From an optimization exercise on the open Yosys and OpenROAD flow, aimed at small area, a short achievable clock period and few clock cycles; shortcuts taken in it are not production practice. RTL that was checked went through simulation tests only; none was proved equivalent to the original. Only the layout flow was run in run 6; the RTL was not checked for function there. No activity file was given, so power comes from the tool's default toggle rates.

File: design.v
`default_nettype none
package tetris_pkg;
    localparam int BOARD_W     = 6;
    localparam int BOARD_H     = 12;
    localparam int BOARD_H_EXT = 16;
    typedef logic [2:0] shape_t;
    typedef logic [2:0] col_t;
    typedef logic [3:0] row_t;
    typedef logic [3:0] score_t;
    typedef logic [4:0] count_t;
    typedef logic [BOARD_W*BOARD_H-1:0]     board_t;
    typedef logic [BOARD_W*BOARD_H_EXT-1:0] ext_board_t;
    typedef row_t [BOARD_W-1:0]             heights_t;
    localparam count_t PIECES_PER_GAME = 5'd16;
    localparam shape_t SHAPE_SQUARE = 3'd0;
    localparam shape_t SHAPE_BAR_V  = 3'd1;
    localparam shape_t SHAPE_BAR_H  = 3'd2;
    localparam shape_t SHAPE_J_UP   = 3'd3;
    localparam shape_t SHAPE_L_FLAT = 3'd4;
    localparam shape_t SHAPE_L_UP   = 3'd5;
    localparam shape_t SHAPE_S_V    = 3'd6;
    localparam shape_t SHAPE_Z_FLAT = 3'd7;
    typedef enum logic [2:0] {
        st_idle   = 3'b000,
        st_place  = 3'b001,
        st_clear  = 3'b100,
        st_report = 3'b011,
        st_fail   = 3'b101,
        st_over   = 3'b111
    } game_state_t;
endpackage
`default_nettype wire
`timescale 1ns/1ns
`default_nettype none
module tetris_top (
    input  logic   clk,
    input  logic   rst_n,
    input  logic   in_valid,
    input  tetris_pkg::shape_t tetrominoes,
    input  tetris_pkg::col_t   position,
    output logic   score_valid,
    output tetris_pkg::score_t score,
    output logic   fail,
    output logic   tetris_valid,
    output tetris_pkg::board_t tetris
);
    localparam int W  = 6;
    localparam int H  = 12;
    logic [W*H-1:0] board_q;     
    logic           busy_q;      
    logic           clr_q;       
    logic [3:0]     count_q;     
    logic [3:0]     score_q;
    logic [3:0]     bt_q;        
    logic [2:0]     shape_q;
    logic [2:0]     col_q;
    logic [W*H-1:0] sky;
    always_comb begin
        for (int c = 0; c < W; c++) begin
            sky[c*H + H-1] = board_q[(H-1)*W + c];
            for (int y = H-2; y >= 0; y--)
                sky[c*H + y] = sky[c*H + y+1] | board_q[y*W + c];
        end
    end
    logic [7:0] pd;      
    logic [7:0] sd;      
    always_comb begin
        for (int i = 0; i < 8; i++) begin
            pd[i] = (position == 3'(i)) & ~clr_q;
            sd[i] = (tetrominoes == 3'(i));
        end
    end
    logic [16*4-1:0] ws;
    always_comb begin
        ws = '0;
        for (int k = 0; k < 4; k++)
            for (int c = k; c < W; c++)
                ws[16*k +: H] = ws[16*k +: H] | (pd[c-k] ? sky[c*H +: H] : '0);
    end
    logic [12:0] tb;
    always_comb begin
        logic a0, a1, a2, a3;
        for (int x = 0; x < 13; x++) begin
            a0 = sd[3] ? ws[16*0 + x + 2] : sd[6] ? ws[16*0 + x + 1] : ws[16*0 + x];
            a1 = sd[4] ? ws[16*1 + x + 1] : sd[1] ? 1'b0 : ws[16*1 + x];
            a2 = (sd[4] | sd[7]) ? ws[16*2 + x + 1] : sd[2] ? ws[16*2 + x] : 1'b0;
            a3 = sd[2] & ws[16*3 + x];
            tb[x] = a0 | a1 | a2 | a3;
        end
    end
    function automatic logic [4*W-1:0] shape_rows(input logic [2:0] s, input logic [2:0] c);
        logic [4*W-1:0] p;
        case (s)
            3'd0: p = {6'b000000, 6'b000000, 6'b000011, 6'b000011};
            3'd1: p = {6'b000001, 6'b000001, 6'b000001, 6'b000001};
            3'd2: p = {6'b000000, 6'b000000, 6'b000000, 6'b001111};
            3'd3: p = {6'b000000, 6'b000011, 6'b000010, 6'b000010};
            3'd4: p = {6'b000000, 6'b000000, 6'b000111, 6'b000001};
            3'd5: p = {6'b000000, 6'b000001, 6'b000001, 6'b000011};
            3'd6: p = {6'b000000, 6'b000001, 6'b000011, 6'b000010};
            default: p = {6'b000000, 6'b000000, 6'b000110, 6'b000011};
        endcase
        for (int i = 0; i < 4; i++)
            shape_rows[6*i +: 6] = p[6*i +: 6] << c;
    endfunction
    logic           accept;
    logic [4*W-1:0] pin;         
    logic [12:0]    bd;          
    logic [W*H-1:0] mask;        
    always_comb begin
        accept = in_valid & ~busy_q;
        pin = shape_rows(tetrominoes, position) & {4*W{accept}};
        bd[0] = ~tb[0];
        for (int x = 1; x < 13; x++)
            bd[x] = tb[x-1] & ~tb[x];
        for (int r = 0; r < H; r++) begin
            mask[r*W +: W] = '0;
            for (int i = 0; i < 4; i++)
                if (r - i >= 0)
                    mask[r*W +: W] = mask[r*W +: W] | (bd[r-i] ? pin[6*i +: 6] : 6'd0);
        end
    end
    logic [4*W-1:0] pq;
    logic [3:0]     pany;
    logic [3:0]     bx;          
    logic [W-1:0]   row12;
    logic           ext13;
    always_comb begin
        pq = shape_rows(shape_q, col_q);
        for (int i = 0; i < 4; i++) pany[i] = |pq[6*i +: 6];
        bx[0] = bt_q[0] & ~bt_q[1];
        bx[1] = bt_q[1] & ~bt_q[2];
        bx[2] = bt_q[2] & ~bt_q[3];
        bx[3] = bt_q[3];
        row12 = '0;
        for (int i = 0; i < 4; i++)
            row12 = row12 | (bx[3-i] ? pq[6*i +: 6] : 6'd0);
        ext13 = bx[3] & (pany[1] | pany[2] | pany[3]) |
                bx[2] & (pany[2] | pany[3]) |
                bx[1] & pany[3];
    end
    logic [W*(H+1)-1:0] mrg;     
    always_comb begin
        mrg[W*H-1:0] = board_q & {W*H{~clr_q}};
        mrg[W*H +: W] = busy_q ? row12 : 6'd0;
    end
    logic [H-1:0] full;
    logic [H-1:0] up;
    logic         any_full, multi;
    always_comb begin
        for (int r = 0; r < H; r++)
            full[r] = &mrg[r*W +: W];
        up[0] = full[0];
        for (int r = 1; r < H; r++)
            up[r] = up[r-1] | full[r];
        any_full = |full;
        multi = 1'b0;
        for (int r = 1; r < H; r++)
            for (int d = 1; d <= 3; d++)
                if (r - d >= 0)
                    multi = multi | (full[r] & full[(r - d >= 0) ? r-d : 0]);
    end
    logic ext0, over, rep, last, gend;
    always_comb begin
        ext0 = ext13 | (|row12);
        rep  = busy_q & ~multi;
        over = rep & (any_full ? ext13 : ext0);
        last = rep & (count_q == 4'd15);
        gend = over | last;
    end
    logic [W*H-1:0] nb;
    always_comb begin
        for (int j = 0; j < H; j++)
            nb[j*W +: W] = up[j] ? mrg[(j+1)*W +: W] : mrg[j*W +: W];
    end
    always_ff @(posedge clk or negedge rst_n) begin
        if (!rst_n) begin
            busy_q  <= 1'b0;
            clr_q   <= 1'b1;
            count_q <= '0;
            score_q <= '0;
        end else begin
            busy_q  <= busy_q ? multi : in_valid;
            clr_q   <= gend;
            if (rep) begin
                count_q <= gend ? 4'd0 : count_q + 4'd1;
                score_q <= gend ? 4'd0 : score_q + 4'(any_full);
            end else if (busy_q) begin
                score_q <= score_q + 4'd1;
            end
        end
    end
    always_ff @(posedge clk)
        board_q <= nb | mask;
    always_ff @(posedge clk) begin
        if (busy_q) begin
            bt_q    <= {1'b0, bt_q[3:1]};
        end else begin
            bt_q    <= tb[11:8];
            shape_q <= tetrominoes;
            col_q   <= position;
        end
    end
    assign score_valid  = rep;
    assign score        = rep ? score_q + 4'(any_full) : 4'd0;
    assign fail         = over;
    assign tetris_valid = gend;
    assign tetris       = gend ? nb : '0;
endmodule
`default_nettype wire
File: config.mk
export PLATFORM = sky130hd
export DESIGN_NAME = tetris_top
export DESIGN_NICKNAME = tetris_top
export VERILOG_FILES = /design/flow/design.v
export SDC_FILE = /design/flow/constraint.sdc
export NUM_CORES = 4
export LEC_CHECK = 0
export CAP_MARGIN = 20
export CORE_MARGIN = 2
export CORE_UTILIZATION = 30
export SLEW_MARGIN = 20
File: constraint.sdc
create_clock -name core_clock -period 12.0 [get_ports {clk}]
set_input_delay 2.4000 -clock core_clock [delete_from_list [all_inputs] [get_ports {clk}]]
set_output_delay 2.4000 -clock core_clock [all_outputs]
set_load 0.01 [all_outputs]
File: run.sh
#!/bin/bash
# synth_recipe.tcl (not shown) runs the flow's synth.tcl, then flattens the netlist and writes it again
# the make line also repeats each setting of config.mk as NAME=value (left out here)
make -C /OpenROAD-flow-scripts/flow DESIGN_CONFIG=/design/flow/config.mk WORK_HOME=/design/flow/orfs CLKGATE_MAP_FILE= SYNTH_SCRIPT=/design/flow/synth_recipe.tcl finish
==> results of run 1 <==
## kinds of logic (layout without fill, tap and decap cells)
| logic type | Yosys count | count (layout) | share of synthesized area [%] |
|---|---|---|---|
| multiplexers | 61 | 61 | 6.41 |
| AO/OA/AOI/OAI | 467 | 467 | 34.0 |
| AND/OR/NAND/NOR | 627 | 627 | 31.4 |
| buffers and inverters | 157 | 168 | 7.18 |
| flip-flops | 92 | 92 | 19.6 |
| adder cells (fa/ha/maj) | 4 | 4 | 0.503 |
| other | 0 | 1 | 0 |
| XOR/XNOR | 11 | 11 | 0.968 |
## Yosys cell counts (11+ instances only)
cell type / instances / area, µm²
nor2_1: 171 / 642
or3_1: 12 / 75.1
a31oi_1: 25 / 156
o21ai_0: 43 / 215
a22oi_1: 44 / 330
nor2b_1: 20 / 125
nand2_1: 143 / 537
mux2i_1: 57 / 571
and2_1: 12 / 75.1
nand3_1: 54 / 270
a221oi_1: 35 / 307
nor4_1: 18 / 113
clkbuf_1: 79 / 297
inv_1: 23 / 86.3
o22ai_1: 23 / 144
a21oi_1: 114 / 571
nand4_1: 25 / 156
buf_2: 31 / 155
o221ai_1: 35 / 307
buf_4: 11 / 82.6
o211ai_1: 18 / 135
nand2b_1: 18 / 113
dfxtp_1: 76 / 1520
and3_1: 14 / 87.6
nor3_1: 96 / 480
a211oi_1: 11 / 82.6
## tightest hold or removal path, cell delays in order (launching register included)
cell and delay (ps):
dfrtp_1 360, nand2_1 50, nand2_1 50
## power groups by stage
| stage | sequential, mW | clock [mW] | combinational, mW |
|---|---|---|---|
| after floorplan | 0.553 | 0 | 1.39 |
| after global placement | 0.742 | 0 | 1.87 |
| after detailed placement | 0.743 | 0 | 1.86 |
| after CTS | 0.737 | 0.307 | 1.87 |
| after global routing | 0.764 | 0.320 | 2.06 |
| final | 0.757 | 0.307 | 1.95 |
## layout make-up
type | instances | area, µm² | share of cell area (%)
diodes | 1 | 2.50 | 0.0219
inverters | 25 | 93.8 | 0.822
multi-input cells | 1170 | 7330 | 64.2
well taps | 442 | 553 | 4.84
clock inverters | 3 | 22.5 | 0.197
clock buffers | 13 | 293 | 2.56
repair buffers | 127 | 1170 | 10.3
flip-flops and latches | 92 | 1960 | 17.1
## metal layers
layer | GRT usage, % | vias to the layer above | wire length, µm
met5 | 0 | - | 0
met4 | 16.7 | 0 | 3220
met3 | 5.82 | 204 | 5710
met2 | 41.6 | 938 | 20900
met1 | 37.2 | 5924 | 19700
li1 | - | 5473 | -
## placed cells by master (no fill, tap or decap), types with 40 or more instances in the layout
master             n
mux2i_1           57
nor3_1            94
nor2_1           171
o21ai_0           43
a21oi_1          114
nand3_1           54
a22oi_1           44
clkdlybuf4s50_1   87
nand2_1          143
dfxtp_1           76
buf_4             40
## state kept, by name, indices dropped and copies added, names as in the netlist
signal	count
score_q	4
shape_q	3
bt_q	4
col_q	3
board_q	72
busy_q	1
count_q	4
clr_q	1
## worst min-delay path by stage
stage / start / endpoint / cells after the start
global placement: count_q[1]$_DFFE_PN0P_ / count_q[1]$_DFFE_PN0P_ / 2
floorplan: count_q[1]$_DFFE_PN0P_ / count_q[1]$_DFFE_PN0P_ / 2
detailed placement: count_q[1]$_DFFE_PN0P_ / count_q[1]$_DFFE_PN0P_ / 2
finish: count_q[1]$_DFFE_PN0P_ / count_q[1]$_DFFE_PN0P_ / 2
CTS: count_q[1]$_DFFE_PN0P_ / count_q[1]$_DFFE_PN0P_ / 2
global route: count_q[1]$_DFFE_PN0P_ / count_q[1]$_DFFE_PN0P_ / 2
==> flow_summary.toml, run 1 <==
[grt]
antenna_found_initial = 1
grt_pass1_wl_mm = 72.8
globalRouteTotalUtil_pct = 28.0
grt_max_degree = 79
grt_pass1_vias = 11429
overflow = 0

[drt]
drt_iter0_markers = 2072
vias = 12539
routed_via_density = 6.69
ant_nets = 0
wl_mm = 49.5
dr.pass1.iters = 6
route.detailed.drc = 0
wl_per_cell_um = 26.4

[place]
dp.cells = 1856
place_congestion = 1.02
io_buffers = 87
dp_hpwl_mm = 35.9
place_ws_ps = 4700
dpl_cell_area_mm2 = 0.0111

[layout]
drive_gt1_share_pct = 7.27
fin_nets = 1438
final_area_mm2 = 0.0114
instances_no_fill = 1873
syn_to_final_growth_pct = 14.7
utilization_pct = 35.0
fill_cells = 3487

[sta]
worstMarginPinSlew_ps = 1250
fin_ws_ps = 4240
fmax_mhz = 129
fin_crit_sh_pct = 64.6
relSlewSlack_pct = 16.7
fin_tns_setup_ps = 0
rsz0062_at_grt = "false"
slew_violations = 0
hold_viol_final = 0
holdWs_ps = 496
setup_viol = 0
finalClockSkew_ps = 10.5
fin_crit_ps = 7760

[worst_hold_path]
hp-class = "flip-flop to flip-flop"

[setup_path]
cp-endpoint = "tetris[70]"
cp_num_buf_inv = 5
r2r_start = "clr_q$_DFF_PN1_"
r2r_cells = 11
worstSetupPathDepth = 13
crit_arrival_ps = 5360
worstPathCellList = "buf_4 > buf_4 > nand3b_1 > nor4_1 > a2111oi_0 > o32ai_1 > nor4_4 > o211ai_1 > a21o_2 > buf_4 > inv_1 > and2_1 > clkdlybuf4s50_1"
critPathLaunch = "clr_q$_DFF_PN1_"
path_max_fanout = 78
critPathMaxStageDelay_ps = 910
end_kind = "output port"
reg2reg_slack_ps = 6840
cp_top_family = "buffers and inverters"
timing.rr.end = "board_q[22]$_DFF_P_"
critical_path_class = "flip-flop to output port"
cp_common_cell = "buf_4"
critPathSlowestCell = "dfstp_4"
cp_data_required_time_ps = 9600
startpoint_type = "flip-flop"

[clock_tree]
cts-resized-gates = 0
clk_latency_ps = 370
cts_setup_buffers = 0
cts_root_buf = "clkbuf_16"
holdBufCountCts = 0
clkTransAtPathRegs_ps = 70
cts_buffers = 9
clock-sinks = 92
htree_num_levels = 3
clock_path_buffers = 2
cts_tree = "yes"

[yosys]
synth_seq_cells = 92
yosysUniqueCellTypes = 91
async_flop_share_pct = 10.9
avgSynthCellArea_um2 = 7.02
ys_warn_count = 1
synth-edff-count = 6
syn_nets = 1432
synth_area_mm2 = 0.00996
syn_inst = 1419
synth_ff_type = "dfxtp_1"
synth-seq-area-share_pct = 19.6

[power_and_ir_drop]
clkPwrFrac_pct = 10.2
p_leak_nw = 4.16
swShare_pct = 58.6
switching_power_mw = 1.76
combPwrFrac_pct = 64.7
irDropWorstVdd_mv = 0.100
power.internal_mw = 1.25
seqPwrFrac_pct = 25.1
fin_total_pwr_mw = 3.01
p_per_area_mw_per_mm2 = 264

[floorplan]
die_area_mm2 = 0.0347
die_h_um = 186
fp.dieW_um = 186
num_rows = 66
start_util_pct = 30.5
io_pins = 88
core_mm2 = 0.0326

[job]
cap_violations = 0

[outcome]
status = "complete, no violations"
Testbench counts, summed over its fixed seeds: cycles 6,465.
==> inputs of run 2 (changes only) <==
--- a/config.mk
+++ b/config.mk
@@ -8,4 +8,5 @@
 export CAP_MARGIN = 20
 export CORE_MARGIN = 2
 export CORE_UTILIZATION = 30
+export SETUP_SLACK_MARGIN = 5
 export SLEW_MARGIN = 20
==> run 2 against run 1 <==
Effect of this change:
- routed wire length increased by 1.2%
- sequential share of layout area decreased by 0.12 points
- count of clock-buffer cells in the layout unchanged
- clock skew about the same
- core utilization increased by 0.26 points
- critical path type is now input pin to flip-flop
- largest cell class unchanged
==> flow_summary.toml, run 2 <==
[setup_path]
end_kind = "flip-flop"
worstPathCellList = "clkdlybuf4s50_1 > or4b_1 > o22a_1 > o21ai_1 > o21bai_1 > a211oi_1 > o311ai_1 > and2_1 > a22o_1 > a211o_1"
cp_top_family = "compound AO/OA/AOI/OAI gates"
cp_num_buf_inv = 1
critPathLaunch = "position[2]"
critPathMaxStageDelay_ps = 1130
cp_data_required_time_ps = 12320
r2r_start = "board_q[28]$_DFF_P_"
timing.rr.end = "board_q[21]$_DFF_P_"
path_max_fanout = 25
reg2reg_slack_ps = 7470
crit_arrival_ps = 7060
startpoint_type = "input pin"
critPathSlowestCell = "or4b_1"
critical_path_class = "input pin to flip-flop"
r2r_cells = 9

[grt]
overflow = 0
grt_pass1_wl_mm = 73.1
globalRouteTotalUtil_pct = 28.1
antenna_found_initial = 1
grt_pass1_vias = 11496
grt_max_degree = 79

[yosys]
ys_warn_count = 1
synth_top_area_share_pct = 15.3
synth_area_mm2 = 0.00996
avgSynthCellArea_um2 = 7.02
synth_compound_area_share_pct = 34.0
synth.most_common_cell = "nor2_1"
synth_seq_cells = 92
muxShareOfSynthArea_pct = 6.41
synth-seq-area-share_pct = 19.6
synth_ff_type = "dfxtp_1"
async_flop_share_pct = 10.9
yosys.area.top_type = "dfxtp_1"
syn_nets = 1432
synthXorXnorAreaFrac_pct = 0.968
synth-edff-count = 6
yosys-top-cells-area = "dfxtp_1 (15%), nor2_1 (6.4%), a21oi_1 (5.7%)"
syn_inst = 1419
synthTopCellsByCount = "nor2_1 (171), nand2_1 (143), a21oi_1 (114)"
yosysUniqueCellTypes = 91
synth-simple-area-share_pct = 31.4
synth_top_family_by_area = "compound AO/OA/AOI/OAI gates"
synthAdderAreaFrac_pct = 0.503

[sta]
fin_crit_sh_pct = 56.2
slew_violations = 0
finalClockSkew_ps = 10.6
fin_crit_ps = 6740
fmax_mhz = 148
relSlewSlack_pct = 21.4
hold_viol_final = 0
rsz0062_at_grt = "false"
holdWs_ps = 498
worstMarginPinSlew_ps = 1170
setup_viol = 0
fin_tns_setup_ps = 0

[drt]
wl_per_cell_um = 26.7
dr.pass1.iters = 7
drt_iter0_markers = 2210
wl_mm = 50.1
vias = 12709
ant_nets = 0
routed_via_density = 6.77
route.detailed.drc = 0

[power_and_ir_drop]
fin_total_pwr_mw = 3.05
p_per_area_mw_per_mm2 = 265
irDropWorstVdd_mv = 0.103
p_leak_nw = 4.20

[floorplan]
start_util_pct = 30.5
core_mm2 = 0.0326
io_pins = 88
die_area_mm2 = 0.0347
die_h_um = 186
num_rows = 66
fp.dieW_um = 186

[layout]
syn_to_final_growth_pct = 15.6
largest_reg_flops = 72
final_cell_mix = "nor2_1 (171), nand2_1 (143), a21oi_1 (114)"
instances_no_fill = 1876
fin_nets = 1441
fill_cells = 3479
top_register = "board_q"
drive_gt1_share_pct = 7.82
layout_commonest_cell = "nor2_1"

[worst_hold_path]
min_from = "count_q[1]$_DFFE_PN0P_"
hold_depth = 2
hold_end = "count_q[1]$_DFFE_PN0P_"
hp-class = "flip-flop to flip-flop"

[place]
dp_hpwl_mm = 35.9
place_congestion = 1.02
dp.cells = 1856
io_buffers = 87

[clock_tree]
clock_path_buffers = 2
holdBufCountCts = 0
clkTransAtPathRegs_ps = 70
cts_buffers = 9
clock-sinks = 92
cts_tree = "yes"
cts_root_buf = "clkbuf_16"
clk_latency_ps = 370
htree_num_levels = 3

[outcome]
status = "complete, no violations"

[job]
cap_violations = 0
## run 2: worst register-to-register path: cells and delay by family (launching register included)
kind,cells,cell delay (ps)
AOI/OAI and AO/OA,5,2060
DFF,1,470
and+or+nand+nor,4,1860
## run 2: metrics by stage
step	utilization (%)	setup WS, ps	cell area, µm²
3_5_place_dp	34.0	4700	11100
5_1_grt	35.3	5070	11500
2_1_floorplan	-	6640	9960
4_1_cts	35.1	5030	11500
3_3_place_gp	34.0	4740	11100
6_report	35.3	5260	11500
## run 2: worst max path at each step
stage / to / cells past startpoint
floorplan: tetris[59] / 14
global placement: board_q[19]$_DFF_P_ / 11
detailed placement: tetris[70] / 13
CTS: tetris[70] / 13
global route: score[2] / 12
finish: board_q[65]$_DFF_P_ / 10
## run 2: layout make-up
cell class	count	area (µm²)	share of cell area, %
sequential	92	1960	17.0
antenna	1	2.50	0.0218
multi-input combinational	1170	7340	63.8
tap	442	553	4.81
timing repair buffer	130	1240	10.8
clock buffer	13	293	2.54
clock inverter	3	22.5	0.196
inverter	25	95.1	0.827
## run 2: power by group
| part | internal (mW) | total (mW) | switching, mW |
|---|---|---|---|
| clock network | 0.172 | 0.308 | 0.136 |
| logic | 0.649 | 1.99 | 1.34 |
| registers | 0.441 | 0.750 | 0.309 |
| total | 1.26 | 3.05 | 1.78 |
## run 2: repair_timing
item                       in CTS  in global routing
setup endpoints to repair      79                 92
pin swaps                       1                  0
buffers inserted                2                  1
resized for setup               5                  6
## run 2: metal layers
layer  wire, µm  up-vias  global-route usage, %  part of all wire, %
met2      21100      971                   41.9                   42
met3       5580      225                   5.96                   11
met5          0        -                      0                    0
met4       3510        0                   17.2                  7.0
met1      19900     6040                   37.1                   40
li1           -     5473                      -                    -
## run 2: logic make-up after synthesis
group / after synthesis
and+or+nand+nor: 627
AOI/OAI and AO/OA: 467
buffers and inverters: 157
DFF: 92
muxes: 61
xor gates and xnor gates: 11
adders and majority gates: 4
==> inputs of run 3 (changes only) <==
--- a/design.v
+++ b/design.v
@@ -149,7 +149,7 @@
     logic         any_full, multi;
     always_comb begin
         for (int r = 0; r < H; r++)
-            full[r] = &mrg[r*W +: W];
+            full[r] = &board_q[r*W +: W];
         up[0] = full[0];
         for (int r = 1; r < H; r++)
             up[r] = up[r-1] | full[r];
==> flow/run.sh (new file) <==
#!/bin/bash
set -euo pipefail
bash standard.sh "BUFFER_PORTS_ARGS=-buffer_cell sky130_fd_sc_hd__buf_2" \
    SETUP_SLACK_MARGIN=6.5 finish > flow.log 2>&1
==> standard.sh (new file) <==
#!/bin/bash
# synth_recipe.tcl (not shown) runs the flow's synth.tcl, then flattens the netlist and writes it again
# the make line also repeats each setting of config.mk as NAME=value (left out here)
make -C /OpenROAD-flow-scripts/flow DESIGN_CONFIG=/design/flow/config.mk WORK_HOME=/design/flow/orfs CLKGATE_MAP_FILE= SYNTH_SCRIPT=/design/flow/synth_recipe.tcl "${@:-finish}"
removed: run.sh
==> run 3 against run 2 <==
Effect of this change:
- sequential share of layout area is 0.48 points lower
- maximum frequency is 18% higher
- clock power is 2% lower
- global-route usage is 0.38 points higher
- hold slack better by 34 ps
- setup slack better by 1000 ps
- routed wire length hardly changed
- total power is 6.7% higher
- via count is 0.18% higher
- sequential power is 3.3% lower
- non-clock buffer count is 45 higher
- largest power group unchanged
==> flow_summary.toml, run 3 <==
[outcome]
status = "complete, no violations"

[grt]
globalRouteTotalUtil_pct = 28.5
overflow = 0
antenna_found_initial = 0
grt_pass1_vias = 11638
grt_max_degree = 83
grt_pass1_wl_mm = 73.5

[layout]
largest_reg_flops = 72
layout_commonest_cell = "nor2_1"
fin_nets = 1478
diodes = 0
final_cell_mix = "nor2_1 (152), nand2_1 (151), a21oi_1 (123)"
drive_gt1_share_pct = 21.8
utilization_pct = 37.0
instances_no_fill = 1912
fill_cells = 3391
top_register = "board_q"
syn_to_final_growth_pct = 22.1

[place]
io_buffers = 87
dp.cells = 1837
dp_hpwl_mm = 33.5
place_congestion = 0.993

[drt]
wl_per_cell_um = 26.2
dr.pass1.iters = 7
vias = 12732
route.detailed.drc = 0
routed_via_density = 6.66
drt_iter0_markers = 2239
wl_mm = 50.1
ant_nets = 0

[yosys]
async_flop_share_pct = 10.9
synth_top_area_share_pct = 15.6
avgSynthCellArea_um2 = 6.96
synth_seq_cells = 92
yosysUniqueCellTypes = 94
syn_nets = 1417
synth-edff-count = 6
syn_inst = 1404
synth.most_common_cell = "nor2_1"
synth-seq-area-share_pct = 20.0
ys_warn_count = 1
yosys.area.top_type = "dfxtp_1"
yosys-top-cells-area = "dfxtp_1 (16%), a21oi_1 (6.5%), nor2_1 (6.0%)"
synthTopCellsByCount = "nor2_1 (157), nand2_1 (155), a21oi_1 (126)"
synth_ff_type = "dfxtp_1"
synth_area_mm2 = 0.00977

[sta]
finalClockSkew_ps = 14.9
fin_tns_setup_ps = 0
relSlewSlack_pct = 20.4
worstMarginPinSlew_ps = 1190
fin_crit_ps = 5700
rsz0062_at_grt = "true"
fmax_mhz = 175
hold_viol_final = 0
slew_violations = 0
fin_crit_sh_pct = 47.5
setup_viol = 0

[setup_path]
worstPathCellList = "buf_4 > buf_6 > buf_4 > o21ai_0 > nand2_1 > o21ai_0 > o21ai_1 > or3b_4 > o31ai_4 > a31oi_4 > buf_12 > buf_12 > clkbuf_16 > and2_4 > buf_6"
timing.rr.end = "board_q[33]$_DFF_P_"
path_max_fanout = 6
startpoint_type = "flip-flop"
reg2reg_slack_ps = 7540
r2r_cells = 11
r2r_start = "clr_q$_DFF_PN1_"
critPathMaxStageDelay_ps = 440
critical_path_class = "flip-flop to output port"
end_kind = "output port"
cp_data_required_time_ps = 9600
critPathSlowestCell = "or3b_4"
crit_arrival_ps = 3300

[power_and_ir_drop]
combPwrFrac_pct = 68.4
swShare_pct = 56.4
p_per_area_mw_per_mm2 = 272
fin_total_pwr_mw = 3.25
irDropWorstVdd_mv = 0.139
p_leak_nw = 4.52
switching_power_mw = 1.83
power.internal_mw = 1.42
seqPwrFrac_pct = 22.3
clkPwrFrac_pct = 9.3

[worst_hold_path]
hold_depth = 1
hold_end = "count_q[1]$_DFFE_PN0P_"
hp-class = "flip-flop to flip-flop"
min_from = "count_q[1]$_DFFE_PN0P_"

[floorplan]
die_area_mm2 = 0.0340
num_rows = 66
fp.dieW_um = 184
start_util_pct = 30.3
core_mm2 = 0.0323
io_pins = 88
die_h_um = 184

[clock_tree]
clock-sinks = 92
cts_buffers = 9
clkTransAtPathRegs_ps = 70
holdBufCountCts = 0
htree_num_levels = 3
clock_path_buffers = 2
cts_tree = "yes"
cts_root_buf = "clkbuf_16"
clk_latency_ps = 380

[job]
cap_violations = 0
run 3: changes by cell type in the layout (fill, tap and decap cells not counted), moves of 13 or more:
cell and change:
clkdlybuf4s50_1 -87, buf_2 +66, nor3_1 -61, and2_1 +44, buf_6 +31, buf_4 +26, o21ai_0 +22, and2_4 +21
a221oi_1 +19, nor2_1 -19, dfxtp_1 -14, dfxtp_2 +13
run 3: how the worst max path moves through the flow:
stage	endpoint	start	cells after the start
floorplan	tetris[0]	board_q[16]$_DFF_P_	10
global placement	board_q[36]$_DFF_P_	position[0]	10
detailed placement	board_q[36]$_DFF_P_	position[0]	10
CTS	tetris[50]	shape_q[2]$_DFFE_PN_	12
global route	tetris[3]	col_q[0]$_DFFE_PN_	13
finish	tetris[54]	shape_q[2]$_DFFE_PN_	15
run 3: critical path, delay by kind of cell (launching register included):
kind / cells / cell delay (ps)
AO/OA/AOI/OAI: 5 / 850
buffers and inverters: 7 / 1030
AND/OR/NAND/NOR: 3 / 650
flip-flops: 1 / 350
run 3: per-layer routing:
layer,global-route usage (%),vias to the layer above,part of all wire (%)
met1,37.2,5992,39
met3,5.41,240,11
met4,18.3,0,7.0
li1,-,5449,-
met5,0,-,0
met2,42.8,1051,43
run 3: final cells by class:
type | count | area [µm²] | share of cell area [%]
inverter | 27 | 111 | 0.933
clock buffer | 11 | 254 | 2.13
sequential | 92 | 1970 | 16.5
timing repair buffer | 175 | 1430 | 11.9
tap | 442 | 553 | 4.63
multi-input combinational | 1160 | 7580 | 63.5
clock inverter | 5 | 41.3 | 0.346
run 3: cell families (layout without fill, tap and decap cells):
group                    Yosys count  count (layout)  share of synthesized area (%)
multiplexers                      57              57                           5.86
AO/OA/AOI/OAI                    483             483                           34.1
buffers and inverters            153             218                           6.73
adder cells (fa/ha/maj)            4               4                          0.512
XOR/XNOR                          10              10                          0.896
flip-flops                        92              92                           20.0
AND/OR/NAND/NOR                  605             606                           31.9
run 3: power by group through the flow:
stage / registers [mW] / clock network [mW] / logic, mW
after floorplan: 0.562 / 0 / 1.31
after detailed placement: 0.728 / 0 / 1.74
final: 0.725 / 0.302 / 2.22
after global routing: 0.733 / 0.312 / 2.33
after CTS: 0.701 / 0.299 / 2.01
after global placement: 0.725 / 0 / 1.74
run 3: per-stage QoR:
stage	hold WS (ps)	setup slack (ps)	cell area [µm²]
floorplan	482	6880	9770
global route	550	6190	11900
detailed placement	511	5360	10500
finish	532	6300	11900
global placement	502	5400	10500
CTS	532	6360	11400
run 3: what timing repair did:
action                     CTS  global route
setup buffers               36            17
resized for setup           60           102
cloned                       4             2
setup endpoints to repair  144           136
pin swaps                   10            20
Testbench counts of run 3, summed over its fixed seeds: cycles 6,465.
==> inputs of run 4 (changes only) <==
==> flow/run.sh (replaced) <==
#!/bin/bash
set -euo pipefail
rm -rf scripts_abc
cp -r "$FLOW_HOME/scripts" scripts_abc
cp flow/abc_area.script scripts_abc/abc_area.script
bash standard.sh "SCRIPTS_DIR=$PWD/scripts_abc" \
    "BUFFER_PORTS_ARGS=-buffer_cell sky130_fd_sc_hd__buf_2" finish > flow.log 2>&1
==> flow/abc_area.script (new file) <==
strash
dc2
&get -n
&dch -f
&nf
&put
buffer -c
topo
stime -c
upsize -c
dnsize -c
--- a/config.mk
+++ b/config.mk
@@ -5,6 +5,7 @@
 export SDC_FILE = /design/flow/constraint.sdc
 export NUM_CORES = 4
 export LEC_CHECK = 0
+export ABC_AREA = 1
 export CAP_MARGIN = 20
 export CORE_MARGIN = 2
 export CORE_UTILIZATION = 30
==> run 4 against run 3 <==
Effect of this change:
- sequential cell count unchanged
- highest routed layer unchanged
- maximum frequency decreased by 13%
- largest power group unchanged
- total power decreased by 26%
- synthesized cell count decreased by 8.8%
==> flow_summary.toml, run 4 <==
[clock_tree]
htree_num_levels = 3
cts_tree = "yes"
clock_path_buffers = 2
cts_root_buf = "clkbuf_16"
cts_buffers = 9
clock-sinks = 92
clkTransAtPathRegs_ps = 70
holdBufCountCts = 0
clk_latency_ps = 370

[setup_path]
path_max_fanout = 74
critPathLaunch = "shape_q[1]$_DFFE_PN_"
crit_arrival_ps = 4120
startpoint_type = "flip-flop"
end_kind = "output port"
cp_data_required_time_ps = 9600
critical_path_class = "flip-flop to output port"
r2r_start = "board_q[57]$_DFF_P_"

[floorplan]
die_area_mm2 = 0.0302
num_rows = 62
core_mm2 = 0.0285
start_util_pct = 30.3
die_h_um = 174
fp.dieW_um = 174
io_pins = 88

[sta]
fin_ws_ps = 5480
fin_crit_ps = 6520
slew_violations = 0
fmax_mhz = 153
worstMarginPinSlew_ps = 1220
fin_crit_sh_pct = 54.4
relSlewSlack_pct = 18.1
finalClockSkew_ps = 16.6
fin_tns_setup_ps = 0
hold_viol_final = 0
setup_viol = 0
rsz0062_at_grt = "false"

[drt]
vias = 10767
routed_via_density = 6.41
ant_nets = 0
route.detailed.drc = 0
wl_per_cell_um = 23.0
drt_iter0_markers = 1564
dr.pass1.iters = 11
wl_mm = 38.7

[place]
dp.cells = 1663
place_congestion = 0.957
dpl_cell_area_mm2 = 0.00932
place_ws_ps = 5130
io_buffers = 87
dp_hpwl_mm = 26.6

[grt]
grt_use_met2_pct = 37.4
grt_max_degree = 75
grt_pass1_vias = 9809
globalRouteTotalUtil_pct = 24.7
overflow = 0
globalRouteMet3Util_pct = 5.70
busiest_layer = "met2"
antenna_found_initial = 0
grt_pass1_wl_mm = 58.9
grtUsageMet1_pct = 32.7

[layout]
final_cell_mix = "nor2_1 (171), nand2_1 (139), o21ai_0 (94)"
layout_commonest_cell = "nor2_1"
syn_to_final_growth_pct = 11.4
instances_no_fill = 1679
top_register = "board_q"
fin_nets = 1303
diodes = 0
largest_reg_flops = 72
drive_gt1_share_pct = 12.3
final_area_mm2 = 0.00964

[outcome]
status = "complete, no violations"

[yosys]
synth_top_area_share_pct = 17.6
synth.most_common_cell = "nor2_1"
synthTopCellsByCount = "nor2_1 (175), nand2_1 (139), o21ai_0 (94)"
yosys.area.top_type = "dfxtp_1"
avgSynthCellArea_um2 = 6.76
ys_warn_count = 1
synth_ff_type = "dfxtp_1"
synth-seq-area-share_pct = 22.6
synth_seq_cells = 92
yosys-top-cells-area = "dfxtp_1 (18%), nor2_1 (7.6%), a222oi_1 (6.9%)"
yosysUniqueCellTypes = 69
async_flop_share_pct = 10.9
syn_inst = 1281
synth-edff-count = 6
synth_area_mm2 = 0.00865
syn_nets = 1294

[worst_hold_path]
min_from = "count_q[0]$_DFFE_PN0P_"
hp-class = "flip-flop to flip-flop"

[power_and_ir_drop]
irDropWorstVdd_mv = 0.129
p_per_area_mw_per_mm2 = 248
p_leak_nw = 3.76

[job]
cap_violations = 0
## run 4: changes by cell type after synthesis, moves of 25 or more
cell and change:
mux2i_1 -38, nand3_1 +37, a21oi_1 -75, buf_2 -25
and2_1 -58, a221oi_1 -35, a222oi_1 +53, nor2b_1 +51
## run 4: final cells by class
class / count / area, µm²
repair buffers: 110 / 613
clock inverters: 6 / 46.3
multi-input cells: 1053 / 6230
inverters: 24 / 90.1
clock buffers: 10 / 229
fillers: 3189 / 18900
flip-flops and latches: 92 / 1950
well taps: 384 / 480
## run 4: path summary, 6_finish.rpt
check,end,slack (ps),cells after the start
max reg2reg,board_q[8]$_DFF_P_,6800,10
min,count_q[0]$_DFFE_PN0P_,510,1
max in group asynchronous,clr_q$_DFF_PN1_,9850,1
max,tetris[11],5480,11
min reg2reg,count_q[0]$_DFFE_PN0P_,510,1
min in group asynchronous,count_q[2]$_DFFE_PN0P_,1890,1
## run 4: kinds of logic after synthesis
group / share of synthesized area [%]
AO/OA/AOI/OAI: 31.2
XOR/XNOR: 0.911
adder cells (fa/ha/maj): 0.578
buffers and inverters: 6.43
flip-flops: 22.6
multiplexers: 2.23
AND/OR/NAND/NOR: 36.1
## run 4: through the flow
stage | hold slack, ps | power [mW] | utilization [%]
2_1_floorplan | 469 | 1.63 | -
3_3_place_gp | 496 | 2.04 | 32.6
3_5_place_dp | 502 | 2.05 | 32.7
4_1_cts | 511 | 2.33 | 33.7
5_1_grt | 539 | 2.54 | 33.8
6_report | 507 | 2.39 | 33.8
## run 4: power breakdown
part	total, mW	internal, mW	switching (mW)
clock network	0.283	0.142	0.141
registers	0.646	0.442	0.204
logic	1.46	0.449	1.01
## run 4: what timing repair did
item                                    CTS  global route
resized for setup                         2             5
pin swaps                                 0             0
setup buffers                             0             0
endpoints found under the setup margin   73            73
hold endpoints to repair                  0             0
## run 4: worst max-delay path, stage by stage, from the launching register on
cell       delay [ps]
edfxtp_1          540
xor2_1            220
a211oi_2          430
a2111oi_0         230
nor3b_1           210
a2111oi_0         540
a31oi_1           220
o31ai_4           430
and2_2            220
buf_6             380
nor2_1            110
buf_2             160
## run 4: routing by layer
metal,wire [µm],part of all wire [%]
met5,0,0
met4,2100,5.4
met3,4180,11
met2,16800,43
met1,15600,40
==> inputs of run 5 (changes only) <==
--- a/design.v
+++ b/design.v
@@ -149,7 +149,7 @@
     logic         any_full, multi;
     always_comb begin
         for (int r = 0; r < H; r++)
-            full[r] = &board_q[r*W +: W];
+            full[r] = &mrg[r*W +: W];
         up[0] = full[0];
         for (int r = 1; r < H; r++)
             up[r] = up[r-1] | full[r];
==> flow/run.sh (replaced) <==
#!/bin/bash
# The standard layout (standard.sh, standard synthesis unchanged), with
# one change: the port buffers are plain buf_2 cells instead of the delay
# buffers that buffer_ports picks by default. Every port still gets a buffer.
# make's full output goes to flow.log; ORFS keeps each step's log in orfs/logs.
set -euo pipefail
bash standard.sh "BUFFER_PORTS_ARGS=-buffer_cell sky130_fd_sc_hd__buf_2" finish > flow.log 2>&1
--- a/config.mk
+++ b/config.mk
@@ -5,7 +5,6 @@
 export SDC_FILE = /design/flow/constraint.sdc
 export NUM_CORES = 4
 export LEC_CHECK = 0
-export ABC_AREA = 1
 export CAP_MARGIN = 20
 export CORE_MARGIN = 2
 export CORE_UTILIZATION = 30
removed: flow/abc_area.script
==> run 5 against run 4 <==
Effect of this change:
- still clean
- highest routed layer unchanged
- global-route usage rose by 2.8 points
- die area rose by 15%
- largest cell class unchanged
- non-clock buffer count grew 4
- final area rose by 14%
- sequential power rose by 16%
- first-iteration DRC count increased by 42%
- setup slack worse by 130 ps
- routed wire length increased by 26%
- final cell count is 11% higher
- total power is 25% higher
==> flow_summary.toml, run 5 <==
[yosys]
synth_seq_cells = 92
syn_inst = 1419
async_flop_share_pct = 10.9
synth_top_area_share_pct = 15.3
yosys.area.top_type = "dfxtp_1"
synth-seq-area-share_pct = 19.6
yosysUniqueCellTypes = 91
syn_nets = 1432
yosys-top-cells-area = "dfxtp_1 (15%), nor2_1 (6.4%), a21oi_1 (5.7%)"
ys_warn_count = 1
synth_ff_type = "dfxtp_1"
avgSynthCellArea_um2 = 7.02
synth.most_common_cell = "nor2_1"
synth-edff-count = 6
synthTopCellsByCount = "nor2_1 (171), nand2_1 (143), a21oi_1 (114)"
synth_area_mm2 = 0.00996

[place]
dp.cells = 1842
io_buffers = 87
dp_hpwl_mm = 34.5
place_ws_ps = 4990
place_congestion = 1.05

[setup_path]
crit_arrival_ps = 4260
worstPathCellList = "nor2b_1 > and3_1 > nor2_1 > o2111a_1 > nor3b_2 > o211ai_1 > a21o_2 > buf_4 > nor3_1 > buf_2"
reg2reg_slack_ps = 6680
critPathSlowestCell = "dfstp_4"
cp-endpoint = "tetris[18]"
worstSetupPathDepth = 10
r2r_cells = 10
critPathMaxStageDelay_ps = 930
r2r_start = "clr_q$_DFF_PN1_"
cp_data_required_time_ps = 9600
end_kind = "output port"
startpoint_type = "flip-flop"
critPathLaunch = "clr_q$_DFF_PN1_"
critical_path_class = "flip-flop to output port"
cp_num_buf_inv = 2
timing.rr.end = "board_q[19]$_DFF_P_"
path_max_fanout = 66
cp_top_family = "simple AND/OR/NAND/NOR gates"

[layout]
utilization_pct = 33.6
multi_input_area_mm2 = 0.00734
layout_commonest_cell = "nor2_1"
regArea_mm2 = 0.00196
fill_cells = 3542
largest_reg_flops = 72
instances_no_fill = 1860
syn_to_final_growth_pct = 9.95
drive_gt1_share_pct = 12.8
fin_nets = 1425
final_cell_mix = "nor2_1 (170), nand2_1 (143), a21oi_1 (114)"
top_register = "board_q"

[worst_hold_path]
min_from = "count_q[1]$_DFFE_PN0P_"
hp-class = "flip-flop to flip-flop"

[sta]
fmax_mhz = 150
setup_viol = 0
finalClockSkew_ps = 16.3
fin_crit_sh_pct = 55.5
rsz0062_at_grt = "false"
slew_violations = 0
hold_viol_final = 0
relSlewSlack_pct = 18.4
fin_crit_ps = 6660
fin_tns_setup_ps = 0
fin_ws_ps = 5340
worstMarginPinSlew_ps = 1220
holdWs_ps = 503

[power_and_ir_drop]
combPwrFrac_pct = 63.5
power.internal_mw = 1.21
clkPwrFrac_pct = 11.3
p_leak_nw = 4.29
seqPwrFrac_pct = 25.2
irDropWorstVdd_mv = 0.115
swShare_pct = 59.2
switching_power_mw = 1.77
p_per_area_mw_per_mm2 = 272

[drt]
drt_iter0_markers = 2217
vias = 12542
dr.pass1.iters = 9
wl_per_cell_um = 26.2
ant_nets = 0
route.detailed.drc = 0
wl_mm = 48.7
routed_via_density = 6.74

[grt]
globalRouteTotalUtil_pct = 27.5
grt_max_degree = 67
antenna_found_initial = 1
grt_pass1_wl_mm = 71.8
grt_pass1_vias = 11343
overflow = 0

[clock_tree]
clkTransAtPathRegs_ps = 70
cts_buffers = 9
clock_path_buffers = 2
cts_root_buf = "clkbuf_16"
clock-sinks = 92
clk_latency_ps = 370
cts_tree = "yes"
htree_num_levels = 3

[floorplan]
core_mm2 = 0.0326
die_area_mm2 = 0.0347
die_h_um = 186
num_rows = 66
fp.dieW_um = 186
io_pins = 88
start_util_pct = 30.5

[job]
cap_violations = 0

[outcome]
status = "complete, no violations"
## run 5: cell count changes after synthesis, moves of 18 or more
cell	delta
a21oi_1	+63
a222oi_1	-56
o21ai_0	-51
nor2b_1	-46
nor3_1	+44
mux2i_1	+40
a22oi_1	+28
nand3_1	-27
o22ai_1	-21
o221ai_1	+18
## run 5: timing repair
action / in CTS / in global routing
hold buffers: 0 / 0
gates resized for setup: 1 / 1
endpoints found under the setup margin: 69 / 1
setup buffers: 1 / 0
cloned: 0 / 0
## run 5: area by class of cell
cell class | instances | area share [%]
multi-input combinational | 1170 | 67.1
sequential | 92 | 17.9
timing repair buffer | 114 | 5.94
tap | 442 | 5.05
clock buffer | 11 | 2.41
inverter | 25 | 0.869
clock inverter | 5 | 0.732
antenna | 1 | 0.0229
## run 5: power by group through the flow
stage | combinational, mW | clock [mW] | sequential [mW]
final | 1.89 | 0.336 | 0.751
after global routing | 2.01 | 0.346 | 0.761
after CTS | 1.81 | 0.335 | 0.730
after detailed placement | 1.78 | 0 | 0.748
after global placement | 1.78 | 0 | 0.747
after floorplan | 1.39 | 0 | 0.553
## run 5: worst reg2reg max path, delay by kind of cell, from the launching register on
family,cells,cell delay [ps]
AND/OR/NAND/NOR,2,1850
flip-flops,1,930
buffers and inverters,1,630
AO/OA/AOI/OAI,7,1850
## run 5: metrics by stage
stage          instance area (µm²)  total power, mW
6_report                     10900             2.98
5_1_grt                      10900             3.12
4_1_cts                      10900             2.87
3_5_place_dp                 10600             2.53
3_3_place_gp                 10600             2.53
2_1_floorplan                 9960             1.95
## run 5: worst min path at each step
stage	end	slack, ps	cells past startpoint
2_1_floorplan	count_q[1]$_DFFE_PN0P_	470	2
3_3_place_gp	count_q[1]$_DFFE_PN0P_	480	2
3_5_place_dp	count_q[1]$_DFFE_PN0P_	490	2
4_1_cts	count_q[1]$_DFFE_PN0P_	510	2
5_1_grt	count_q[1]$_DFFE_PN0P_	530	2
6_report	count_q[1]$_DFFE_PN0P_	500	2
## run 5: logic make-up (layout without fill, tap and decap cells)
family | after synthesis | in the layout | synth area share [%]
buffers and inverters | 157 | 155 | 7.18
multiplexers | 61 | 61 | 6.41
XOR/XNOR | 11 | 11 | 0.968
AO/OA/AOI/OAI | 467 | 467 | 34.0
adder cells (fa/ha/maj) | 4 | 4 | 0.503
AND/OR/NAND/NOR | 627 | 627 | 31.4
flip-flops | 92 | 92 | 19.6
other | 0 | 1 | 0
## run 5: layer usage
| layer | up-vias | part of all wire (%) | global-route usage [%] |
|---|---|---|---|
| li1 | 5436 | - | - |
| met1 | 5877 | 40 | 36.9 |
| met2 | 1027 | 41 | 39.6 |
| met3 | 202 | 13 | 6.46 |
| met4 | 0 | 6.2 | 16.9 |
| met5 | - | 0 | 0 |
Testbench counts of run 5, summed over its fixed seeds: cycles 6,465.
==> inputs of run 6 (changes only) <==
--- a/design.v
+++ b/design.v
@@ -70,22 +70,33 @@
             sd[i] = (tetrominoes == 3'(i));
         end
     end
-    logic [16*4-1:0] ws;
-    always_comb begin
-        ws = '0;
-        for (int k = 0; k < 4; k++)
-            for (int c = k; c < W; c++)
-                ws[16*k +: H] = ws[16*k +: H] | (pd[c-k] ? sky[c*H +: H] : '0);
+    logic [W-1:0] lc0, lc1, lc2;
+    always_comb begin
+        for (int c = 0; c < W; c++) begin
+            lc2[c] = pd[c] & sd[3];
+            lc1[c] = pd[c] & sd[6];
+            lc0[c] = pd[c] & ~sd[3] & ~sd[6];
+            if (c >= 1) begin
+                lc1[c] = lc1[c] | pd[c-1] & sd[4];
+                lc0[c] = lc0[c] | pd[c-1] & ~sd[4] & ~sd[1];
+            end
+            if (c >= 2) begin
+                lc1[c] = lc1[c] | pd[c-2] & (sd[4] | sd[7]);
+                lc0[c] = lc0[c] | pd[c-2] & sd[2];
+            end
+            if (c >= 3)
+                lc0[c] = lc0[c] | pd[c-3] & sd[2];
+        end
     end
     logic [12:0] tb;
     always_comb begin
-        logic a0, a1, a2, a3;
         for (int x = 0; x < 13; x++) begin
-            a0 = sd[3] ? ws[16*0 + x + 2] : sd[6] ? ws[16*0 + x + 1] : ws[16*0 + x];
-            a1 = sd[4] ? ws[16*1 + x + 1] : sd[1] ? 1'b0 : ws[16*1 + x];
-            a2 = (sd[4] | sd[7]) ? ws[16*2 + x + 1] : sd[2] ? ws[16*2 + x] : 1'b0;
-            a3 = sd[2] & ws[16*3 + x];
-            tb[x] = a0 | a1 | a2 | a3;
+            tb[x] = 1'b0;
+            for (int c = 0; c < W; c++) begin
+                if (x < H)     tb[x] = tb[x] | lc0[c] & sky[c*H + ((x < H) ? x : 0)];
+                if (x + 1 < H) tb[x] = tb[x] | lc1[c] & sky[c*H + ((x + 1 < H) ? x + 1 : 0)];
+                if (x + 2 < H) tb[x] = tb[x] | lc2[c] & sky[c*H + ((x + 2 < H) ? x + 2 : 0)];
+            end
         end
     end
     function automatic logic [4*W-1:0] shape_rows(input logic [2:0] s, input logic [2:0] c);
@@ -149,7 +160,7 @@
     logic         any_full, multi;
     always_comb begin
         for (int r = 0; r < H; r++)
-            full[r] = &mrg[r*W +: W];
+            full[r] = &board_q[r*W +: W];
         up[0] = full[0];
         for (int r = 1; r < H; r++)
             up[r] = up[r-1] | full[r];
==> flow/run.sh (replaced) <==
#!/bin/bash
set -euo pipefail
MARGIN=6.5
rm -rf scripts_abc
cp -r "$FLOW_HOME/scripts" scripts_abc
cp flow/abc_area.script scripts_abc/abc_area.script
bash standard.sh "SCRIPTS_DIR=$PWD/scripts_abc" \
    "BUFFER_PORTS_ARGS=-buffer_cell sky130_fd_sc_hd__buf_2" \
    SETUP_SLACK_MARGIN=$MARGIN finish > flow.log 2>&1
==> flow/abc_area.script (new file) <==
strash
dc2
&get -n
&dch -f
&nf
&put
buffer -c
topo
stime -c
upsize -c
dnsize -c
--- a/config.mk
+++ b/config.mk
@@ -5,6 +5,7 @@
 export SDC_FILE = /design/flow/constraint.sdc
 export NUM_CORES = 4
 export LEC_CHECK = 0
+export ABC_AREA = 1
 export CAP_MARGIN = 20
 export CORE_MARGIN = 2
 export CORE_UTILIZATION = 30
==> run 6 against run 5 <==
Effect of this change:
- synthesized area is 15% lower
- sequential share of layout area up 0.43 points
- setup slack gained 660 ps
- clock power down 12%
- via count is 10% lower
- critical path type unchanged
- sequential cell count unchanged
- clock skew fell by 7.3 ps
- combinational power increased by 9.5%
- sequential power decreased by 13%
==> flow_summary.toml, run 6 <==
[grt]
grt_pass1_wl_mm = 62.0
overflow = 0
grt_pass1_vias = 10256
antenna_found_initial = 0
globalRouteTotalUtil_pct = 27.3
grt_max_degree = 63

[place]
io_buffers = 87
dp.cells = 1642
dp_hpwl_mm = 28.9
dpl_cell_area_mm2 = 0.00919
place_congestion = 1.00
place_ws_ps = 5470

[yosys]
synth_seq_cells = 92
yosys.area.top_type = "dfxtp_1"
synth_ff_type = "dfxtp_1"
syn_inst = 1244
yosys-top-cells-area = "dfxtp_1 (18%), nor2_1 (8.7%), nand2_1 (7.2%)"
syn_nets = 1257
synth-edff-count = 6
synth_top_area_share_pct = 18.0
synthTopCellsByCount = "nor2_1 (195), nand2_1 (161), nand3_1 (77)"
synth_area_mm2 = 0.00843
async_flop_share_pct = 10.9
synth.most_common_cell = "nor2_1"
avgSynthCellArea_um2 = 6.78
synth-seq-area-share_pct = 23.2
ys_warn_count = 1
yosysUniqueCellTypes = 77

[job]
cap_violations = 0

[drt]
dr.pass1.iters = 8
route.detailed.drc = 0
wl_per_cell_um = 24.7
drt_iter0_markers = 1915
routed_via_density = 6.53
wl_mm = 42.7
vias = 11288
ant_nets = 0

[layout]
drive_gt1_share_pct = 24.6
instances_no_fill = 1729
largest_reg_flops = 72
diodes = 0
fin_nets = 1359
top_register = "board_q"
fill_cells = 2949
final_cell_mix = "nor2_1 (175), nand2_1 (159), buf_4 (82)"
final_area_mm2 = 0.0108
syn_to_final_growth_pct = 28.2
layout_commonest_cell = "nor2_1"

[floorplan]
start_util_pct = 30.4
num_rows = 61
io_pins = 88
core_mm2 = 0.0277
die_area_mm2 = 0.0295
die_h_um = 172
fp.dieW_um = 172

[sta]
worstMarginPinSlew_ps = 1200
fmax_mhz = 167
fin_crit_sh_pct = 50.0
slew_violations = 0
fin_crit_ps = 6000
relSlewSlack_pct = 19.0
rsz0062_at_grt = "true"
finalClockSkew_ps = 9.05
hold_viol_final = 0
fin_tns_setup_ps = 0
setup_viol = 0
fin_ws_ps = 6000

[clock_tree]
holdBufCountCts = 0
clk_latency_ps = 360
cts_tree = "yes"
htree_num_levels = 3
cts_buffers = 9
clock-sinks = 92
cts_root_buf = "clkbuf_16"
clock_path_buffers = 2
clkTransAtPathRegs_ps = 70

[power_and_ir_drop]
fin_total_pwr_mw = 3.02
clkPwrFrac_pct = 9.9
swShare_pct = 56.1
power.internal_mw = 1.33
p_leak_nw = 4.27
seqPwrFrac_pct = 21.5
irDropWorstVdd_mv = 0.121
p_per_area_mw_per_mm2 = 279
combPwrFrac_pct = 68.6
switching_power_mw = 1.69

[setup_path]
critical_path_class = "flip-flop to output port"
path_max_fanout = 5
crit_arrival_ps = 3600
cp_data_required_time_ps = 9600
end_kind = "output port"
startpoint_type = "flip-flop"

[worst_hold_path]
hp-class = "flip-flop to flip-flop"

[outcome]
status = "complete, no violations"
run 6: cell count changes in the layout (fill, tap and decap cells not counted), moves of 24 or more:
cell      delta
a222oi_1    +39
a221oi_1    -24
buf_4       +56
mux2i_1     -43
buf_6       +30
nor2b_1     +24
a21oi_1     -61
nor3_1      -72
run 6: logic make-up (layout without fill, tap and decap cells):
group                      after synthesis  count (layout)  synth area share [%]
DFF                                     92              92                  23.2
and+or+nand+nor                        644             644                  37.4
AOI/OAI and AO/OA                      357             357                  30.1
muxes                                   14              14                  1.66
xor gates and xnor gates                 8               8                 0.831
buffers and inverters                  125             232                  6.25
adders and majority gates                4               4                 0.593
run 6: through the flow:
stage	hold WS, ps	utilization [%]
after floorplan	456	-
after global placement	493	33.2
after detailed placement	501	33.2
after CTS	512	36.4
after global routing	555	39.0
final	516	39.0
run 6: power by group through the flow:
stage	Sequential, mW	Combinational (mW)	Clock, mW
after detailed placement	0.651	1.54	0
final	0.650	2.07	0.297
after global placement	0.645	1.57	0
after floorplan	0.545	1.15	0
after CTS	0.638	1.78	0.297
after global routing	0.664	2.17	0.308
run 6: cell type report:
cell class              count  area, µm²  area share [%]
multi-input cells        1027       6470            59.8
clock inverters             4       28.8           0.266
flip-flops and latches     92       1980            18.3
repair inverters            1       7.51          0.0694
repair buffers            185       1470            13.6
well taps                 378        473            4.37
inverters                  30        120            1.11
clock buffers              12        268            2.48
run 6: final timing paths:
path	start	to	slack, ps	depth (start not counted)
worst min register to register	bt_q[1]$_DFF_P_	bt_q[0]$_DFF_P_	520	2
worst max-delay path	shape_q[2]$_DFFE_PN_	tetris[67]	6000	14
worst max register to register	board_q[58]$_DFF_P_	board_q[23]$_DFF_P_	7710	10
max in group asynchronous	rst_n	clr_q$_DFF_PN1_	9830	1
worst min-delay path	bt_q[1]$_DFF_P_	bt_q[0]$_DFF_P_	520	2
min in group asynchronous	rst_n	score_q[3]$_DFFE_PN0P_	1900	1
run 6: what timing repair did:
action                     CTS  global route
setup buffers               45            19
pin swaps                   14            28
resized for setup           66           112
setup endpoints to repair  140           140
cloned                       2             5
run 6: worst max-delay path: stages (launching register included):
cell	delay [ps]
edfxtp_1	480
buf_4	170
or3b_4	380
nand4b_1	180
buf_4	150
o311ai_0	120
o21ai_1	250
nand3_1	120
o41ai_2	300
a41o_2	270
and2_4	190
clkinvlp_4	160
clkbuf_16	210
and2_4	140
buf_6	110
run 6: routing by layer:
layer  up-vias  global-route usage (%)  wire (µm)
li1       4902                       -          -
met1      5369                    36.8      17300
met2       847                    41.6      18700
met3       170                    5.52       4520
met4         0                    12.8       2220
met5         -                       0          0
==> inputs of run 7 (changes only) <==
--- a/design.v
+++ b/design.v
@@ -54,6 +54,7 @@
     logic [3:0]     bt_q;        
     logic [2:0]     shape_q;
     logic [2:0]     col_q;
+    logic [3:0]     pany_q;      
     logic [W*H-1:0] sky;
     always_comb begin
         for (int c = 0; c < W; c++) begin
@@ -138,7 +139,7 @@
     logic           ext13;
     always_comb begin
         pq = shape_rows(shape_q, col_q);
-        for (int i = 0; i < 4; i++) pany[i] = |pq[6*i +: 6];
+        pany = pany_q;
         bx[0] = bt_q[0] & ~bt_q[1];
         bx[1] = bt_q[1] & ~bt_q[2];
         bx[2] = bt_q[2] & ~bt_q[3];
@@ -209,6 +210,7 @@
         end else begin
             bt_q    <= tb[11:8];
             shape_q <= tetrominoes;
+            pany_q  <= {sd[1], sd[1] | sd[3] | sd[5] | sd[6], ~sd[2], 1'b1};
             col_q   <= position;
         end
     end
--- a/flow/run.sh
+++ b/flow/run.sh
@@ -1,6 +1,6 @@
 #!/bin/bash
 set -euo pipefail
-MARGIN=6.5
+MARGIN=6
 rm -rf scripts_abc
 cp -r "$FLOW_HOME/scripts" scripts_abc
 cp flow/abc_area.script scripts_abc/abc_area.script
--- a/config.mk
+++ b/config.mk
@@ -6,6 +6,7 @@
 export NUM_CORES = 4
 export LEC_CHECK = 0
 export ABC_AREA = 1
+export ABC_CLOCK_PERIOD_IN_PS = 5500
 export CAP_MARGIN = 20
 export CORE_MARGIN = 2
 export CORE_UTILIZATION = 30
==> run 7 against run 6 <==
Effect of this change:
- via count down 2.0%
- hold slack worse by 10 ps
- die area up 2.4%
- still clean
- critical path depth down 2
- final cell count down 4.2%
- register-to-register slack worse by 160 ps
- clock skew up 8.9 ps
- synthesized area up 2.5%
- final area down 7.0%
- maximum frequency up 1.6%
- highest routed layer unchanged
- combinational power down 14%
- largest cell class unchanged
==> flow_summary.toml, run 7 <==
[power_and_ir_drop]
p_leak_nw = 3.96
clkPwrFrac_pct = 12.0
switching_power_mw = 1.56
combPwrFrac_pct = 64.0
seqPwrFrac_pct = 24.0
p_per_area_mw_per_mm2 = 277
swShare_pct = 56.1
irDropWorstVdd_mv = 0.114
power.internal_mw = 1.22

[place]
io_buffers = 87
place_congestion = 0.996
dp_hpwl_mm = 29.8
dp.cells = 1614

[setup_path]
critical_path_class = "flip-flop to output port"
crit_arrival_ps = 3500
worstPathCellList = "and3_1 > and4_4 > or4_4 > nor4b_4 > nand3_4 > nor2_4 > a21o_1 > a21oi_4 > buf_12 > bufbuf_16 > nor2_1 > buf_2"
startpoint_type = "flip-flop"
critPathSlowestCell = "or4_4"
critPathMaxStageDelay_ps = 550
end_kind = "output port"
cp_data_required_time_ps = 9600
path_max_fanout = 34

[yosys]
ys_warn_count = 1
async_flop_share_pct = 10.5
syn_inst = 1224
yosysUniqueCellTypes = 87
synth_ff_type = "dfxtp_1"
synth_area_mm2 = 0.00864
synthTopCellsByCount = "nor2_1 (192), nand2_1 (100), clkbuf_1 (77)"
synth_seq_cells = 95
syn_nets = 1237
synth.most_common_cell = "nor2_1"
avgSynthCellArea_um2 = 7.06
synth-edff-count = 9
yosys-top-cells-area = "dfxtp_1 (18%), nor2_1 (8.3%), nand2_1 (4.3%)"
synth_top_area_share_pct = 17.6
yosys.area.top_type = "dfxtp_1"
synth-seq-area-share_pct = 23.6

[layout]
multi_input_area_mm2 = 0.00626
drive_gt1_share_pct = 16.4
fill_cells = 3128
layout_commonest_cell = "nor2_1"
top_register = "board_q"
instances_no_fill = 1656
regArea_mm2 = 0.00204
final_cell_mix = "nor2_1 (187), nand2_1 (100), buf_2 (87)"
syn_to_final_growth_pct = 16.4
largest_reg_flops = 72
fin_nets = 1279

[sta]
fin_crit_ps = 5900
fin_tns_setup_ps = 0
hold_viol_final = 0
fin_crit_sh_pct = 49.2
slew_violations = 0
setup_viol = 0
finalClockSkew_ps = 18.0
relSlewSlack_pct = 24.1
worstMarginPinSlew_ps = 1130
fmax_mhz = 169
rsz0062_at_grt = "true"

[clock_tree]
clkTransAtPathRegs_ps = 80
clock_path_buffers = 2
cts_root_buf = "clkbuf_16"
cts_buffers = 9
holdBufCountCts = 0
cts_tree = "yes"
clk_latency_ps = 370
htree_num_levels = 3
clock-sinks = 95

[floorplan]
start_util_pct = 30.3
die_area_mm2 = 0.0302
num_rows = 62
fp.dieW_um = 174
io_pins = 88
core_mm2 = 0.0285
die_h_um = 174

[drt]
vias = 11065
wl_mm = 42.1
dr.pass1.iters = 10
routed_via_density = 6.68
wl_per_cell_um = 25.4
route.detailed.drc = 0
ant_nets = 0
drt_iter0_markers = 1716

[grt]
globalRouteTotalUtil_pct = 26.8
antenna_found_initial = 0
grt_pass1_vias = 10333
grt_pass1_wl_mm = 63.5
grt_max_degree = 56
overflow = 0

[outcome]
status = "complete, no violations"

[job]
cap_violations = 0

[worst_hold_path]
hp-class = "flip-flop to flip-flop"
## run 7: cell types whose count changed after synthesis, sizes merged, moves of 7 or more
| cell | before | now |
|---|---|---|
| a222oi | 43 | 36 |
| nor3 | 27 | 35 |
| clkbuf | 63 | 77 |
| a221oi | 16 | 8 |
| a22oi | 35 | 48 |
| nor4 | 19 | 8 |
| o22ai | 45 | 31 |
| nand2 | 161 | 100 |
| nand3 | 77 | 68 |
| inv | 30 | 16 |
| o211ai | 10 | 19 |
## run 7: cell families after synthesis
logic type	Yosys count	share of synthesized area, %
compound gates	392	32.7
flops	95	23.6
buf+inv	121	5.86
xor+xnor	7	0.710
simple gates	586	34.3
mux	19	2.23
fa+ha+maj	4	0.579
## run 7: path summary, 6_finish.rpt
check	start	endpoint	slack, ps	depth (start not counted)
min in group asynchronous	rst_n	score_q[3]$_DFFE_PN0P_	1880	1
min	bt_q[1]$_DFF_P_	bt_q[0]$_DFF_P_	510	2
max reg2reg	clr_q$_DFF_PN1_	board_q[42]$_DFF_P_	7550	11
max in group asynchronous	rst_n	clr_q$_DFF_PN1_	9860	1
max	board_q[4]$_DFF_P_	tetris[67]	6100	12
min reg2reg	bt_q[1]$_DFF_P_	bt_q[0]$_DFF_P_	510	2
## run 7: repair_timing
action / CTS / global route
pin swaps: 4 / 12
cloned: 2 / 0
endpoints found under the setup margin: 107 / 102
buffers inserted: 11 / 12
gates resized for setup: 26 / 12
## run 7: power groups by stage
| stage | Combinational, mW | Clock, mW | Sequential (mW) |
|---|---|---|---|
| CTS | 1.67 | 0.331 | 0.652 |
| global route | 1.88 | 0.343 | 0.677 |
| global placement | 1.58 | 0 | 0.661 |
| floorplan | 1.16 | 0 | 0.553 |
| finish | 1.78 | 0.334 | 0.669 |
| detailed placement | 1.55 | 0 | 0.665 |
## run 7: per-stage QoR
stage	hold slack (ps)	cell area, µm²	worst slack [ps]	power, mW	utilization, %
after floorplan	456	8640	6100	1.71	-
after global placement	489	9300	5080	2.24	32.6
after detailed placement	496	9320	4960	2.21	32.6
after CTS	510	9880	6000	2.65	34.6
after global routing	531	10100	5990	2.90	35.2
final	506	10100	6100	2.78	35.2
## run 7: cell type report
| cell class | count | share of cell area (%) |
|---|---|---|
| multi-input combinational | 1008 | 62.3 |
| clock inverter | 6 | 0.921 |
| tap | 384 | 4.78 |
| inverter | 18 | 0.709 |
| sequential | 95 | 20.3 |
| clock buffer | 10 | 2.28 |
| timing repair buffer | 134 | 8.71 |
| antenna | 1 | 0.0249 |
## run 7: layer usage
| layer | part of all wire (%) | up-vias | GRT usage, % |
|---|---|---|---|
| met4 | 5.9 | 0 | 13.4 |
| li1 | - | 4777 | - |
| met5 | 0 | - | 0 |
| met2 | 43 | 834 | 40.8 |
| met1 | 40 | 5271 | 35.9 |
| met3 | 11 | 183 | 5.83 |
## run 7: critical path, delay by kind of cell (launching register included)
| family | cells | cell delay, ps |
|---|---|---|
| and+or+nand+nor | 7 | 1890 |
| AOI/OAI and AO/OA | 2 | 290 |
| buffers and inverters | 3 | 600 |
| DFF | 1 | 330 |
Testbench counts of run 7, summed over its fixed seeds: cycles 6,465.

==> re-timing with driven ports <==
How much do the figures lean on ideal ports? The routed layouts below were timed once more, with nothing changed but the port constraints.
Step 1: set_driving_cell puts a clkbuf_16 on clk and a buf_2 on each other input, an assumption about the parent block.
Step 2 also shifts input and output timing later by t, the mid clock arrival at the registers, as if the neighbouring blocks saw the same clock.
Slacks: ideal ports / drivers / drivers and shift; pairs: ideal ports / drivers.
run	t (ns)	setup WS [ns]	worst setup path at the end
run 1	0.415	4.242 / 4.195 / 4.543	input to register
run 2	0.414	5.257 / 5.224 / 4.846	input to register
run 3	0.419	6.295 / 6.247 / 6.183	input to register
run 4	0.410	5.476 / 5.430 / 5.456	input to register
run 5	0.408	5.345 / 5.299 / 5.063	input to register
run 6	0.402	6.003 / 5.957 / 6.204	input to register
run 7	0.415	6.099 / 6.048 / 5.746	input to register
After both steps every run listed still meets setup and hold. The setup slack of run 2, which loses most, moves by -0.033 ns with the drivers and by -0.411 ns with both steps.
